Context: an optimization exercise on an open-source flow, tuned for a short achievable clock period and few clock cycles. The choices shown serve that exercise and are no tape-out recipe. Where RTL was checked, it was by simulation tests only, not by an equivalence proof against the original. No activity file was given, so power comes from the tool's default toggle rates.

==> flow/design.v <==
package icache_pkg;
    localparam int addr_w = 32;
    localparam int data_w = 32;
    typedef logic [addr_w-1:0] addr_t;    
    typedef logic [data_w-1:0] data_t;    
    typedef enum logic [1:0] {
        s_idle     = 2'b00,
        s_compare  = 2'b01,
        s_allocate = 2'b11
    } cache_state_t;
endpackage
module icache_top
#(
    parameter int sets       = 8,
    parameter int line_words = 4
) (
    input  logic        clk,
    input  logic        nrst,
    input  logic        cpu_req,
    input  logic [31:0] cpu_addr,
    input  logic        flush,
    output logic        cpu_ack,
    output logic        cpu_busy,
    output logic [31:0] cpu_rdata,
    output logic        wb_cyc,
    output logic        wb_stb,
    output logic        wb_we,
    output logic [31:0] wb_adr,
    input  logic [31:0] wb_dat_i,
    input  logic        wb_ack
);
    localparam int off_w   = $clog2(line_words);
    localparam int idx_w   = $clog2(sets);
    localparam int idx_lsb = off_w + 2;
    localparam int tag_lsb = idx_lsb + idx_w;
    localparam int tag_w   = 32 - tag_lsb;
    localparam int ent     = sets * 2;           
    logic [tag_w-1:0]      tag_mem [ent];
    logic [ent-1:0]        valid;
    logic [sets-1:0]       lru;                  
    logic [31:0]           data_mem [ent * line_words];  
    logic                  ack_q;                
    logic [31:0]           rdata_q;              
    logic                  busy_q;               
    logic                  f_act;                
    logic [31-idx_lsb:0]   f_line;               
    logic [off_w-1:0]      f_word;               
    logic [off_w-1:0]      f_cnt;                
    logic [idx_w:0]        f_ent;                
    logic [line_words-1:0] f_got;                
    logic                  f_inst;               
    logic                  t_q;                  
    logic [idx_w-1:0]      t_set;
    logic                  t_way;
    logic [idx_w-1:0]      a_set;
    logic [tag_w-1:0]      a_tag;
    logic [off_w-1:0]      a_word;
    logic [ent-1:0]        match;
    logic                  hit0, hit1, hit, hit_way;
    logic                  victim;
    logic                  on_fill;              
    logic                  ready;                
    logic                  look;                 
    logic                  answer;
    logic                  start;
    logic                  f_end;                
    logic [31:0]           word0, word1, word_rd;
    assign a_set  = cpu_addr[tag_lsb-1:idx_lsb];
    assign a_tag  = cpu_addr[31:tag_lsb];
    assign a_word = cpu_addr[idx_lsb-1:2];
    always_comb
        for (int e = 0; e < ent; e++)
            match[e] = valid[e] && (tag_mem[e] == a_tag);
    assign hit0    = match[{a_set, 1'b0}];
    assign hit1    = match[{a_set, 1'b1}];
    assign hit     = hit0 | hit1;
    assign hit_way = ~hit0;                      
    assign victim = !valid[{a_set, 1'b0}] ? 1'b0 :
                    !valid[{a_set, 1'b1}] ? 1'b1 : lru[a_set];
    assign on_fill = f_act && (cpu_addr[31:idx_lsb] == f_line);
    assign ready   = !on_fill || f_got[a_word] || (wb_ack && (f_word == a_word));
    assign look   = cpu_req && !ack_q;
    assign answer = look && hit && ready;
    assign f_end  = f_act && wb_ack && (f_cnt == off_w'(line_words - 1));
    assign start  = look && !hit && (!f_act || f_end);
    assign word0   = data_mem[{a_set, 1'b0, a_word}];
    assign word1   = data_mem[{a_set, 1'b1, a_word}];
    assign word_rd = (on_fill && !f_got[a_word]) ? wb_dat_i :
                     hit_way ? word1 : word0;
    always_ff @(posedge clk or negedge nrst)
    begin
        if (!nrst)
        begin
            ack_q  <= 1'b0;
            busy_q <= 1'b0;
        end
        else
        begin
            ack_q  <= answer;
            busy_q <= look || start || (f_act && !f_end);
        end
    end
    always_ff @(posedge clk)
        rdata_q <= word_rd;
    always_ff @(posedge clk or negedge nrst)
    begin
        if (!nrst)
        begin
            f_act  <= 1'b0;
            f_inst <= 1'b0;
            f_got  <= '0;
            f_cnt  <= '0;
        end
        else
        begin
            f_inst <= start;
            if (start)
            begin
                f_act <= 1'b1;
                f_got <= '0;
                f_cnt <= '0;
            end
            else if (f_act && wb_ack)
            begin
                f_got[f_word] <= 1'b1;
                f_cnt         <= f_cnt + 1'b1;
                if (f_end)
                    f_act <= 1'b0;
            end
        end
    end
    always_ff @(posedge clk)
    begin
        if (!f_act || f_end)
        begin
            f_line <= cpu_addr[31:idx_lsb];
            f_word <= a_word;
            f_ent  <= {a_set, victim};
        end
        else if (wb_ack)
            f_word <= f_word + 1'b1;
    end
    always_ff @(posedge clk)
    begin
        for (int k = 0; k < ent * line_words; k++)
            if (f_act && (f_ent == k[idx_w+off_w:off_w]) && (f_word == k[off_w-1:0]))
                data_mem[k] <= wb_dat_i;
    end
    always_ff @(posedge clk)
    begin
        if (f_inst)
            tag_mem[f_ent] <= f_line[31-idx_lsb:idx_w];
    end
    always_ff @(posedge clk or negedge nrst)
    begin
        if (!nrst)
            valid <= '0;
        else if (flush)
            valid <= '0;             
        else if (f_inst)
            valid[f_ent] <= 1'b1;
    end
    always_ff @(posedge clk or negedge nrst)
    begin
        if (!nrst)
        begin
            t_q <= 1'b0;
            lru <= '0;
        end
        else
        begin
            t_q <= answer;
            if (t_q)
                lru[t_set] <= ~t_way;
            else if (f_inst)
                lru[f_ent[idx_w:1]] <= ~f_ent[0];
        end
    end
    always_ff @(posedge clk)
    begin
        t_set <= a_set;
        t_way <= hit_way;
    end
    assign cpu_ack   = ack_q;
    assign cpu_busy  = busy_q;
    assign cpu_rdata = rdata_q;
    assign wb_cyc    = f_act;
    assign wb_stb    = f_act;
    assign wb_we     = 1'b0;
    assign wb_adr    = {f_line, f_word, 2'b00};
endmodule
export LEC_CHECK = 0
export ABC_CLOCK_PERIOD_IN_PS = 2700
export CAP_MARGIN = 20
export CORE_MARGIN = 2
export CORE_UTILIZATION = 40
export SETUP_SLACK_MARGIN = 4.3
export SLEW_MARGIN = 20
create_clock -name core_clock -period 7.0 [get_ports {clk}]
run.sh (not shown) runs the stock make flow with config.mk's settings and CLKGATE_MAP_FILE= SYNTH_SCRIPT=/design/flow/synth_recipe.tcl, a recipe that flattens the netlist after the stock synthesis.
Rerun with:
--- a/flow/design.v
+++ b/flow/design.v
@@ -48,8 +48,10 @@
     logic [off_w-1:0]      f_cnt;                
     logic [idx_w:0]        f_ent;                
     logic [line_words-1:0] f_got;                
     logic                  f_inst;               
+    logic [idx_w+off_w-1:0] rp;                  
+    logic [sets*line_words-1:0] rp_oh;           
     logic                  t_q;                  
     logic [idx_w-1:0]      t_set;
     logic                  t_way;
     logic [idx_w-1:0]      a_set;
@@ -63,12 +65,23 @@
     logic                  look;                 
     logic                  answer;
     logic                  start;
     logic                  f_end;                
+    logic                  at_rp;                
+    logic [idx_w+off_w-1:0] a_idx, a_nxt;
+    logic [sets*line_words-1:0] a_oh, a_nxt_oh;
     logic [31:0]           word0, word1, word_rd;
     assign a_set  = cpu_addr[tag_lsb-1:idx_lsb];
     assign a_tag  = cpu_addr[31:tag_lsb];
     assign a_word = cpu_addr[idx_lsb-1:2];
+    assign a_idx  = cpu_addr[tag_lsb-1:2];
+    assign a_nxt  = a_idx + 1'b1;
+    always_comb
+    begin
+        a_oh = '0;
+        a_oh[a_idx] = 1'b1;
+    end
+    assign a_nxt_oh = {a_oh[sets*line_words-2:0], a_oh[sets*line_words-1]};
     always_comb
         for (int e = 0; e < ent; e++)
             match[e] = valid[e] && (tag_mem[e] == a_tag);
     assign hit0    = match[{a_set, 1'b0}];
@@ -79,13 +92,22 @@
                     !valid[{a_set, 1'b1}] ? 1'b1 : lru[a_set];
     assign on_fill = f_act && (cpu_addr[31:idx_lsb] == f_line);
     assign ready   = !on_fill || f_got[a_word] || (wb_ack && (f_word == a_word));
     assign look   = cpu_req && !ack_q;
-    assign answer = look && hit && ready;
+    assign at_rp  = (a_idx == rp);
+    assign answer = look && hit && ready && (at_rp || (on_fill && !f_got[a_word]));
     assign f_end  = f_act && wb_ack && (f_cnt == off_w'(line_words - 1));
     assign start  = look && !hit && (!f_act || f_end);
-    assign word0   = data_mem[{a_set, 1'b0, a_word}];
-    assign word1   = data_mem[{a_set, 1'b1, a_word}];
+    always_comb
+    begin
+        word0 = '0;
+        word1 = '0;
+        for (int k = 0; k < sets * line_words; k++)
+        begin
+            word0 |= {32{rp_oh[k]}} & data_mem[{k[idx_w+off_w-1:off_w], 1'b0, k[off_w-1:0]}];
+            word1 |= {32{rp_oh[k]}} & data_mem[{k[idx_w+off_w-1:off_w], 1'b1, k[off_w-1:0]}];
+        end
+    end
     assign word_rd = (on_fill && !f_got[a_word]) ? wb_dat_i :
                      hit_way ? word1 : word0;
     always_ff @(posedge clk or negedge nrst)
     begin
@@ -101,8 +123,21 @@
         end
     end
     always_ff @(posedge clk)
         rdata_q <= word_rd;
+    always_ff @(posedge clk or negedge nrst)
+    begin
+        if (!nrst)
+        begin
+            rp    <= '0;
+            rp_oh <= 1;
+        end
+        else if (look)
+        begin
+            rp    <= answer ? a_nxt : a_idx;
+            rp_oh <= answer ? a_nxt_oh : a_oh;
+        end
+    end
     always_ff @(posedge clk or negedge nrst)
     begin
         if (!nrst)
         begin
=> The changed run finished with timing, DRC and antenna clean; fmax climbs by 0.62%; global-route usage drops by 2.1 points; power climbs by 2.2%; clock skew stays flat; register-to-register slack is about the same; combinational power climbs by 14%; hold slack loses 0.0033 ns; design area drops by 1.2%; die area climbs by 0.61%; critical path depth stays the same; sequential power climbs by about 3%; flip-flop and latch count climbs by 37; clock power drops by about 3%; sequential share of layout area climbs by 1.7 points.
No run of this note included a check of the RTL's function; only the layout flow was run.

---

icache_top, a different RTL version from the one above (not shown whole).
Size in the first run: ~5500 cells after synthesis, ~0.098 mm^2 of cells after synthesis.
==> flow/config.mk <==
export PLATFORM = sky130hd
export DESIGN_NAME = icache_top
export DESIGN_NICKNAME = icache_top
export VERILOG_FILES = /design/flow/design.v
export SDC_FILE = /design/flow/constraint.sdc
export NUM_CORES = 4
export LEC_CHECK = 0
export ABC_CLOCK_PERIOD_IN_PS = 2500
export CAP_MARGIN = 20
export CORE_MARGIN = 2
export CORE_UTILIZATION = 40
export SETUP_SLACK_MARGIN = 4.5
export SLEW_MARGIN = 20
==> flow/constraint.sdc <==
create_clock -name core_clock -period 7.0 [get_ports {clk}]
set_input_delay 1.4000 -clock core_clock [delete_from_list [all_inputs] [get_ports {clk}]]
set_output_delay 1.4000 -clock core_clock [all_outputs]
set_load 0.01 [all_outputs]
The baseline completed with no timing, DRC or antenna violations.
Testbench counts at the start, summed over its fixed seeds: cycles 29,932.
Edit:
--- a/flow/design.v
+++ b/flow/design.v
@@ -50,23 +50,22 @@
     logic [31:0]           adr_o;                    
     logic                  f_act;                    
     logic [31-idx_lsb:0]   f_line;                   
     logic [off_w-1:0]      f_word;                   
     logic [off_w-1:0]      f_cnt;                    
     logic [idx_w:0]        f_ent;                    
     logic [line_words-1:0] f_got;                    
     logic                  f_inst;                   
     logic [idx_w+off_w-1:0] rp;                      
     logic [slots-1:0]      rp_oh;                    
     logic                  rp_way;                   
-    logic                  t_q;                      
     logic [idx_w-1:0]      t_set;
     logic                  t_way;
     logic [idx_w-1:0]      a_set, r_set, n_set;
     logic [tag_w-1:0]      a_tag;
     logic [off_w-1:0]      a_word;
     logic [idx_w+off_w-1:0] a_idx, a_nxt;
     logic [slots-1:0]      a_oh, a_nxt_oh;
     logic [ent-1:0]        match;
     logic                  hit0, hit1, hit, hit_way;
     logic                  victim;
     logic                  n_way;                    
@@ -145,23 +144,23 @@
     begin
         if (!nrst)
         begin
             rp     <= '0;
             rp_oh  <= 1;
             rp_way <= 1'b0;
         end
         else if (look)
         begin
             rp     <= to_nxt ? a_nxt : a_idx;
             rp_oh  <= to_nxt ? a_nxt_oh : a_oh;
-            if (answer)
+            if (to_nxt)
                 rp_way <= (a_word == off_w'(line_words - 1)) ? n_way : rp_way;
             else
                 rp_way <= hit ? hit_way : victim;
         end
     end
     always_ff @(posedge clk or negedge nrst)
     begin
         if (!nrst)
         begin
             f_act  <= 1'b0;
             cyc_o  <= 1'b0;
@@ -228,34 +227,27 @@
     begin
         if (!nrst)
             valid <= '0;
         else if (flush)
             valid <= '0;             
         else if (f_inst)
             valid[f_ent] <= 1'b1;
     end
     always_ff @(posedge clk or negedge nrst)
     begin
         if (!nrst)
-        begin
-            t_q <= 1'b0;
             lru <= '0;
-        end
-        else
-        begin
-            t_q <= answer;
-            if (t_q)
-                lru[t_set] <= ~t_way;
-            else if (f_inst)
-                lru[f_ent[idx_w:1]] <= ~f_ent[0];
-        end
+        else if (ack_q)              
+            lru[t_set] <= ~t_way;
+        else if (f_inst)
+            lru[f_ent[idx_w:1]] <= ~f_ent[0];
     end
     always_ff @(posedge clk)
     begin
         t_set <= r_set;
         t_way <= rp_way;
     end
     assign cpu_ack   = ack_o;
     assign cpu_busy  = busy_o;
     assign cpu_rdata = rdata_o;
     assign wb_cyc    = cyc_o;
     assign wb_stb    = stb_o;
After rerunning:
- The changed run went through all stages and came out clean
- setup slack gets worse by 0.045 ns
- die area is lower slightly
- utilization goes down by 0.24 points
- non-clock buffer count drops by 61
- synthesized cell count came out lower by a few percent
Testbench counts after the change, summed over its fixed seeds: cycles 29,932.

---

lane 1:
Another version of the RTL of icache_top (not shown whole).
Size: roughly 6300 cells after synthesis, about 2700 flip-flops, ~140 I/O pins, roughly 110000 sq um of cells after synthesis.
## icache_top
module icache_top
#(
    parameter int sets       = 8,
    parameter int line_words = 4
) (
    input  logic        clk,
    input  logic        nrst,
    input  logic        cpu_req,
    input  logic [31:0] cpu_addr,
    input  logic        flush,
    output logic        cpu_ack,
    output logic        cpu_busy,
    output logic [31:0] cpu_rdata,
    output logic        wb_cyc,
    output logic        wb_stb,
    output logic        wb_we,
    output logic [31:0] wb_adr,
    input  logic [31:0] wb_dat_i,
    input  logic        wb_ack
);
clock: 7.0 ns
lec_check: 0
abc_clock_period_in_ps: 2500
cap_margin: 20
core_margin: 2
core_utilization: 40
setup_slack_margin: 4.5
slew_margin: 20
The final layout from lane 1, which completed every stage, passed the timing, design-rule and antenna checks at the end of the flow.
Testbench counts of lane 1, summed over its fixed seeds: cycles 30,115.
Modified inputs, lane 2 compared to lane 1
--- a/flow/design.v
+++ b/flow/design.v
@@ -50,19 +50,19 @@
     logic [31:0]           adr_o;                    
     logic                  f_act;                    
     logic [31-idx_lsb:0]   f_line;                   
     logic [off_w-1:0]      f_word;                   
     logic [off_w-1:0]      f_cnt;                    
     logic [idx_w:0]        f_ent;                    
     logic [line_words-1:0] f_got;                    
     logic                  f_inst;                   
     logic [idx_w+off_w-1:0] rp;                      
-    logic [slots-1:0]      rp_oh;                    
+    logic [slots-1:0]      rp_oh0, rp_oh1;           
     logic [tag_w-1:0]      rt0, rt1;                 
     logic                  rv0, rv1;                 
     logic                  miss_q;                   
     logic [idx_w-1:0]      t_set;                    
     logic                  t_way;
     logic [idx_w-1:0]      a_set, r_set, n_set;
     logic [tag_w-1:0]      a_tag, f_tag;
     logic [off_w-1:0]      a_word, r_word;
     logic [idx_w+off_w-1:0] a_idx, a_nxt;
@@ -112,20 +112,20 @@
     assign to_nxt    = at_idx && (fill_here ? word_now : !miss_q);
     assign f_end  = f_act && wb_ack && (f_cnt == off_w'(line_words - 1));
     assign start  = look && at_set && !hit && (!f_act || f_end);
     always_comb
     begin
         rd0 = '0;
         rd1 = '0;
         for (int k = 0; k < slots; k++)
         begin
-            rd0 |= {32{rp_oh[k]}} & data0[k];
-            rd1 |= {32{rp_oh[k]}} & data1[k];
+            rd0 |= {32{rp_oh0[k]}} & data0[k];
+            rd1 |= {32{rp_oh1[k]}} & data1[k];
         end
     end
     assign rd = fill_hit ? wb_dat_i : hit_way ? rd1 : rd0;
     always_ff @(posedge clk or negedge nrst)
     begin
         if (!nrst)
         begin
             ack_o  <= 1'b0;
             busy_o <= 1'b0;
@@ -140,26 +140,31 @@
     end
     always_ff @(posedge clk)
         ack_q <= answer;
     always_ff @(posedge clk)
         rdata_o <= rd;
     always_ff @(posedge clk or negedge nrst)
     begin
         if (!nrst)
         begin
-            rp    <= '0;
-            rp_oh <= 1;
+            rp     <= '0;
+            rp_oh0 <= 1;
         end
         else if (look)
         begin
-            rp    <= to_nxt ? a_nxt : a_idx;
-            rp_oh <= to_nxt ? a_nxt_oh : a_oh;
-        end
+            rp     <= to_nxt ? a_nxt : a_idx;
+            rp_oh0 <= to_nxt ? a_nxt_oh : a_oh;
+        end
+    end
+    always_ff @(posedge clk)
+    begin
+        if (look)
+            rp_oh1 <= to_nxt ? a_nxt_oh : a_oh;
     end
     logic [tag_w-1:0] c_t [3][2];
     logic             c_v [3][2];
     logic [idx_w-1:0] c_set [3];
     assign c_set[0] = a_set;
     assign c_set[1] = n_set;
     assign c_set[2] = r_set;
     always_comb
         for (int c = 0; c < 3; c++)
### Flow results
- Looking at weighted congestion reported at the end of routability-driven placement, lane 2 sits below lane 1.
- Taking lane 1 as the reference, in lane 2 post-layout minimum cycle time shows an increase of 72 ps; total standard cell area after synthesis shows an increase of about 0.75%; number of global-route vias before repair shows an increase of 478; power density over cell area shows a reduction of 6.3 nW/um^2.
- Compared with lane 1, lane 2 shows a higher number of standard cells in the layout, taps in and fillers out.
- Measured against each other, lane 2 and lane 1 differ in global routing usage on met3, the lower figure coming from lane 2.
- Lane 2 ended up with a higher number of inserted diodes than lane 1 did.
- Pre-CTS setup slack deteriorates in lane 2 relative to lane 1.
Testbench counts of lane 2, summed over its fixed seeds: cycles 30,115.

what the ideal ports hide:
The flow's constraints put no driver on any port. The routed layouts listed below were extracted and timed again, unchanged, in two steps.
Step 1: set_driving_cell puts a clkbuf_16 on clk and a buf_2 on each other input, an assumption about the parent block.
Step 2 moves the port delays by t, midway between the first and last clock arrival at a register: inputs arrive t later, outputs are due t later. That takes back most of the time a late clock gives input paths.
Three values: ideal ports, drivers, drivers and shift; two values: the first two.
run	shift t [ns]	setup WS [ns]	hold slack, ns	cell pins on the clock port's net
the first run of note 1	1.018	3.750 / 3.740 / 2.723	0.506 / 0.506 / 0.506	1
the second run of note 1	0.971	3.770 / 3.805 / 2.850	0.503 / 0.503 / 0.503	1
the first run of note 2	0.985	4.084 / 4.020 / 3.152	0.384 / 0.426 / 0.500	1
the second run of note 2	0.980	4.040 / 4.016 / 3.103	0.367 / 0.301 / 0.488	1
lane 1	1.002	4.102 / 4.011 / 3.216	0.441 / 0.373 / 0.497	1
lane 2	0.944	4.030 / 3.932 / 3.077	0.497 / 0.497 / 0.497	1
After both steps setup and hold are still met in every run listed. For the first run of note 1, which loses most, drivers alone change the setup slack by -0.010 ns; drivers and shift together by -1.027 ns.
